This is an optimization exercise on Yosys and OpenROAD, whose aim is small area, a short achievable clock period and few clock cycles, not a production implementation.
No activity file was given, so power comes from the tool's default toggle rates.

== old ==
// battle_engine
module battle_engine (
    input  logic                          clk_25MHz,
    input  logic                          rst,
    input  logic                          start,
    input  logic                          frame_valid,
    output logic                          frame_ready,
    input  logic                          spawn_valid,
    output logic                          spawn_ready,
    input  logic                          spawn_enemy,
    input  logic [battle_pkg::type_w-1:0] spawn_type,
    output logic [battle_pkg::hp_w-1:0]   tower_hp_enemy,
    output logic [battle_pkg::hp_w-1:0]   tower_hp_army,
    output logic [battle_pkg::slot_w:0]   enemy_count,
    output logic [battle_pkg::slot_w:0]   army_count,
    output logic [battle_pkg::x_w-1:0]    enemy_front_x,
    output logic [battle_pkg::x_w-1:0]    army_front_x,
    output logic                          game_win,
    output logic                          game_lose
);
Size in the first run: about 450 flip-flops, ~64 I/O pins, ~0.059 mm² of cells after synthesis.
==> module unit_squad, before the edit <==
module unit_squad #(
    parameter bit side_enemy = 1'b1
) (
    input  logic                          clk_25MHz,
    input  logic                          rst,
    input  logic                          start,
    input  logic                          spawn_go,
    input  logic [battle_pkg::type_w-1:0] spawn_type,
    input  logic                          frame_go,
    input  logic                          opp_alive,      
    input  logic [battle_pkg::x_w-1:0]    opp_front_x,    
    input  logic [battle_pkg::dmg_w-1:0]  dmg_in,         
    output logic                          has_free,
    output logic                          any_alive,
    output logic [battle_pkg::slot_w:0]   alive_count,
    output logic [battle_pkg::x_w-1:0]    front_x,
    output logic [battle_pkg::dmg_w-1:0]  dmg_unit,       
    output logic [battle_pkg::dmg_w-1:0]  dmg_tower       
);
    localparam int n  = battle_pkg::slot_cnt;
    localparam int xw = battle_pkg::x_w;
    localparam logic [xw-1:0] spawn_x = side_enemy ? battle_pkg::enemy_spawn_x :
                                                     battle_pkg::army_spawn_x;
    function automatic logic ge_f(input logic [10:0] a, input logic [10:0] b);
        ge_f = 1'b1;
        for (int k = 0; k < 11; k++)
            ge_f = (a[k] & ~b[k]) | (~(~a[k] & b[k]) & ge_f);
    endfunction
    logic [n-1:0]                    alive_q;
    logic [battle_pkg::type_w-1:0]   type_q [n];
    logic [xw-1:0]                   r_q    [n];    
    logic [battle_pkg::uhp_w-1:0]    hp_q   [n];
    logic [battle_pkg::cnt_w-1:0]    c_q    [n];
    logic [battle_pkg::slot_w:0]     count_q;
    logic [xw-1:0]                   front_q;
    logic [n-1:0]                 opp_in, tower_in, strike;
    logic [xw-1:0]                r_nx   [n];
    logic [xw-1:0]                x_nx   [n];
    logic [battle_pkg::cnt_w-1:0] c_nx   [n];
    logic [4:0]                   atk    [n];
    for (genvar i = 0; i < n; i++) begin : g_step
        logic [battle_pkg::cnt_w-1:0] c;
        logic [xw-1:0] rng;
        logic go;
        assign c   = c_q[i];
        assign rng = xw'(battle_pkg::unit_range(type_q[i]));
        if (side_enemy) begin : g_e
            assign opp_in[i]   = opp_alive && ge_f(11'(r_q[i]), 11'(opp_front_x));
            assign tower_in[i] = (r_q[i] >= 10'd570);
            assign r_nx[i]     = (c == '0) && !go ?
                                 r_q[i] + xw'(battle_pkg::unit_speed(type_q[i])) : r_q[i];
            assign x_nx[i]     = r_nx[i] - rng;
        end else begin : g_a
            assign opp_in[i]   = opp_alive && ge_f(11'(opp_front_x), 11'(r_q[i]));
            assign tower_in[i] = (r_q[i] <= 10'd70);
            assign r_nx[i]     = (c == '0) && !go ?
                                 r_q[i] - xw'(battle_pkg::unit_speed(type_q[i])) : r_q[i];
            assign x_nx[i]     = r_nx[i] + rng;
        end
        assign go        = opp_in[i] || tower_in[i];
        assign strike[i] = alive_q[i] && (c == battle_pkg::unit_strike(type_q[i]));
        assign c_nx[i]   = (c == '0) ? {3'd0, go} :
                           (c == battle_pkg::unit_last(type_q[i])) ? '0 : c + 1'b1;
        assign atk[i]    = battle_pkg::unit_atk(type_q[i]);
    end
    logic [5:0] pu [4], pt [4];
    for (genvar k = 0; k < 4; k++) begin : g_pair
        logic [5:0] both;
        logic       u0, u1, t0, t1;
        assign both = 6'(atk[2*k]) + 6'(atk[2*k+1]);
        assign u0 = strike[2*k]   &&  opp_in[2*k];
        assign u1 = strike[2*k+1] &&  opp_in[2*k+1];
        assign t0 = strike[2*k]   && !opp_in[2*k];
        assign t1 = strike[2*k+1] && !opp_in[2*k+1];
        assign pu[k] = (u0 && u1) ? both : u0 ? 6'(atk[2*k]) : u1 ? 6'(atk[2*k+1]) : '0;
        assign pt[k] = (t0 && t1) ? both : t0 ? 6'(atk[2*k]) : t1 ? 6'(atk[2*k+1]) : '0;
    end
    assign dmg_unit  = (8'(pu[0]) + 8'(pu[1])) + (8'(pu[2]) + 8'(pu[3]));
    assign dmg_tower = (8'(pt[0]) + 8'(pt[1])) + (8'(pt[2]) + 8'(pt[3]));
    logic [n-1:0] beats [n];    
    logic [n-1:0] is_f, is_s;
    for (genvar i = 0; i < n; i++) begin : g_cmp
        for (genvar j = 0; j < n; j++) begin : g_j
            if (i < j) begin : g_lt
                assign beats[i][j] = side_enemy ? ge_f(11'(x_nx[i]), 11'(x_nx[j])) :
                                                  ge_f(11'(x_nx[j]), 11'(x_nx[i]));
            end else if (i > j) begin : g_gt
                assign beats[i][j] = !beats[j][i];
            end else begin : g_eq
                assign beats[i][j] = 1'b1;
            end
        end
        assign is_f[i] = alive_q[i] && &(beats[i] | ~alive_q);
        assign is_s[i] = alive_q[i] && !is_f[i] && &(beats[i] | ~alive_q | is_f);
    end
    logic [battle_pkg::uhp_w-1:0] f_hp;
    logic [xw-1:0]                f_x, s_x;
    logic [battle_pkg::uhp_w:0]   hp_left;
    logic                         kill;
    logic [n-1:0]                 k_hit;    
    always_comb begin
        f_hp = '0;
        f_x  = '0;
        s_x  = '0;
        for (int i = 0; i < n; i++) begin
            f_hp = f_hp | (is_f[i] ? hp_q[i] : '0);
            f_x  = f_x  | (is_f[i] ? x_nx[i] : '0);
            s_x  = s_x  | (is_s[i] ? x_nx[i] : '0);
        end
        if (!(|is_f)) f_x = spawn_x;
        if (!(|is_s)) s_x = spawn_x;
    end
    assign hp_left = {1'b0, f_hp} - {1'b0, dmg_in};
    for (genvar i = 0; i < n; i++) begin : g_kill
        assign k_hit[i] = (dmg_in >= hp_q[i]);
    end
    assign kill    = |(is_f & k_hit);
    logic [n-1:0] free_1h;
    always_comb begin
        free_1h = '0;
        for (int i = n - 1; i >= 0; i--)
            if (!alive_q[i]) free_1h = n'(1) << i;
    end
    logic [battle_pkg::slot_w:0] count_m1;
    assign count_m1    = count_q - 1'b1;
    assign alive_count = count_q;
    assign has_free    = !count_q[battle_pkg::slot_w];
    assign any_alive   = |count_q;
    assign front_x     = front_q;
    always_ff @(posedge clk_25MHz) begin
        if (rst || start) begin
            alive_q <= '0;
            count_q <= '0;
            front_q <= spawn_x;
        end else if (frame_go) begin
            alive_q <= alive_q & ~(kill ? is_f : '0);
            if (kill) count_q <= count_m1;
            front_q <= kill ? s_x : f_x;
        end else if (spawn_go) begin
            alive_q <= alive_q | free_1h;
            count_q <= count_q + 1'b1;
        end
    end
    for (genvar i = 0; i < n; i++) begin : g_slot
        always_ff @(posedge clk_25MHz) begin
            if (spawn_go && free_1h[i]) begin
                type_q[i] <= spawn_type;
                r_q[i]    <= side_enemy ? spawn_x + xw'(battle_pkg::unit_range(spawn_type)) :
                                          spawn_x - xw'(battle_pkg::unit_range(spawn_type));
                hp_q[i]   <= battle_pkg::unit_hp(spawn_type);
                c_q[i]    <= '0;
            end else if (frame_go) begin
                r_q[i] <= r_nx[i];
                c_q[i] <= c_nx[i];
                if (is_f[i])
                    hp_q[i] <= hp_left[battle_pkg::uhp_w-1:0];
            end
        end
    end
endmodule
clock: 18.0 ns
lec_check: 0
abc_area: 1
cap_margin: 20
core_margin: 2
core_utilization: 40
setup_slack_margin: 5
slew_margin: 20
run.sh (not shown) runs the stock make flow with config.mk's settings and CLKGATE_MAP_FILE= SYNTH_SCRIPT=/design/flow/synth_recipe.tcl, a recipe that flattens the netlist after the stock synthesis.
Inputs modified between old and new:
--- a/flow/design.v
+++ b/flow/design.v
@@ -91,34 +91,32 @@
     endfunction
     logic [n-1:0]                    alive_q;
     logic [battle_pkg::type_w-1:0]   type_q [n];
-    logic [xw-1:0]                   r_q    [n];    
+    logic [xw-1:0]                   x_q    [n];
     logic [battle_pkg::uhp_w-1:0]    hp_q   [n];
     logic [battle_pkg::cnt_w-1:0]    c_q    [n];
     logic [battle_pkg::slot_w:0]     count_q;
     logic [xw-1:0]                   front_q;
     logic [n-1:0]                 opp_in, tower_in, strike;
-    logic [xw-1:0]                r_nx   [n];
     logic [xw-1:0]                x_nx   [n];
     logic [battle_pkg::cnt_w-1:0] c_nx   [n];
     logic [4:0]                   atk    [n];
     for (genvar i = 0; i < n; i++) begin : g_step
+        logic [10:0] reach;    
         logic [battle_pkg::cnt_w-1:0] c;
-        logic [xw-1:0] rng;
         logic go;
-        assign c   = c_q[i];
-        assign rng = xw'(battle_pkg::unit_range(type_q[i]));
+        assign c = c_q[i];
         if (side_enemy) begin : g_e
-            assign opp_in[i]   = opp_alive && ge_f(11'(r_q[i]), 11'(opp_front_x));
-            assign tower_in[i] = (r_q[i] >= 10'd570);
-            assign r_nx[i]     = (c == '0) && !go ?
-                                 r_q[i] + xw'(battle_pkg::unit_speed(type_q[i])) : r_q[i];
-            assign x_nx[i]     = r_nx[i] - rng;
+            assign reach       = 11'(x_q[i]) + 11'(battle_pkg::unit_range(type_q[i]));
+            assign opp_in[i]   = opp_alive && ge_f(reach, 11'(opp_front_x));
+            assign tower_in[i] = (reach >= 11'd570);
+            assign x_nx[i]     = (c == '0) && !go ?
+                                 x_q[i] + xw'(battle_pkg::unit_speed(type_q[i])) : x_q[i];
         end else begin : g_a
-            assign opp_in[i]   = opp_alive && ge_f(11'(opp_front_x), 11'(r_q[i]));
-            assign tower_in[i] = (r_q[i] <= 10'd70);
-            assign r_nx[i]     = (c == '0) && !go ?
-                                 r_q[i] - xw'(battle_pkg::unit_speed(type_q[i])) : r_q[i];
-            assign x_nx[i]     = r_nx[i] + rng;
+            assign reach       = 11'(x_q[i]) - 11'(battle_pkg::unit_range(type_q[i]));
+            assign opp_in[i]   = opp_alive && ge_f(11'(opp_front_x), reach);
+            assign tower_in[i] = (reach <= 11'd70);
+            assign x_nx[i]     = (c == '0) && !go ?
+                                 x_q[i] - xw'(battle_pkg::unit_speed(type_q[i])) : x_q[i];
         end
         assign go        = opp_in[i] || tower_in[i];
         assign strike[i] = alive_q[i] && (c == battle_pkg::unit_strike(type_q[i]));
@@ -160,7 +158,6 @@
     logic [xw-1:0]                f_x, s_x;
     logic [battle_pkg::uhp_w:0]   hp_left;
     logic                         kill;
-    logic [n-1:0]                 k_hit;    
     always_comb begin
         f_hp = '0;
         f_x  = '0;
@@ -174,10 +171,7 @@
         if (!(|is_s)) s_x = spawn_x;
     end
     assign hp_left = {1'b0, f_hp} - {1'b0, dmg_in};
-    for (genvar i = 0; i < n; i++) begin : g_kill
-        assign k_hit[i] = (dmg_in >= hp_q[i]);
-    end
-    assign kill    = |(is_f & k_hit);
+    assign kill    = (|alive_q) && (hp_left[battle_pkg::uhp_w] || hp_left[battle_pkg::uhp_w-1:0] == '0);
     logic [n-1:0] free_1h;
     always_comb begin
         free_1h = '0;
@@ -208,12 +202,11 @@
         always_ff @(posedge clk_25MHz) begin
             if (spawn_go && free_1h[i]) begin
                 type_q[i] <= spawn_type;
-                r_q[i]    <= side_enemy ? spawn_x + xw'(battle_pkg::unit_range(spawn_type)) :
-                                          spawn_x - xw'(battle_pkg::unit_range(spawn_type));
+                x_q[i]    <= spawn_x;
                 hp_q[i]   <= battle_pkg::unit_hp(spawn_type);
                 c_q[i]    <= '0;
             end else if (frame_go) begin
-                r_q[i] <= r_nx[i];
+                x_q[i] <= x_nx[i];
                 c_q[i] <= c_nx[i];
                 if (is_f[i])
                     hp_q[i] <= hp_left[battle_pkg::uhp_w-1:0];
==> comparison <==
Compared with old, new shows number of enable-type register cells in the synthesized netlist lower by 160.
Against old as the reference, new delivers a lower delay of the slowest cell on the worst path.
On count of nets after finishing, new tracks old almost exactly.
Switching part of the total power (higher): new
Per the comparison of new with old, core utilization shows no meaningful change, post-placement cell count now sits higher.
From old to new the numbers moved as follows: overall power after layout went up 55%; worst-case headroom to the max-slew limit moved down.
Half-perimeter wire length of the detailed placement result: new better than old
Number of stages on the worst setup path: old and new compared, higher one is old
new and old ended up with roughly the same worst endpoint required time.
Sort old and new by arrival time of the worst setup path desc -> top: new
Going from old to new, the met3 layer wire length in the routed design was found to have gone down by 19 mm.
Count of plain and timing-repair buffers (old / new): 0.928
No functional check of the RTL was part of any run of this note.

[afterwards: timing with drivers on the ports]
No port has a modelled driver above. Below, the same layouts with a new extraction and two added sets of constraints.
Step 1 assumes that a clkbuf_16 drives the clock port and a buf_2 every other input.
Step 2 times the ports against the registers' clock, not the clock port: input delays grow and output delays shrink by t, the midpoint of the rising clock arrivals with the driver on.
Three values: no drivers, after step 1, after step 2; two values: the first two.
run | t (ns) | setup slack, ns | worst setup path after step 2 | cell pins on the clock port's net
old | 0.770 | 8.009 / 8.009 / 8.009 | register to register | 1
new | 0.774 | 7.816 / 7.816 / 7.816 | register to register | 1
After both steps every run listed still meets setup and hold.
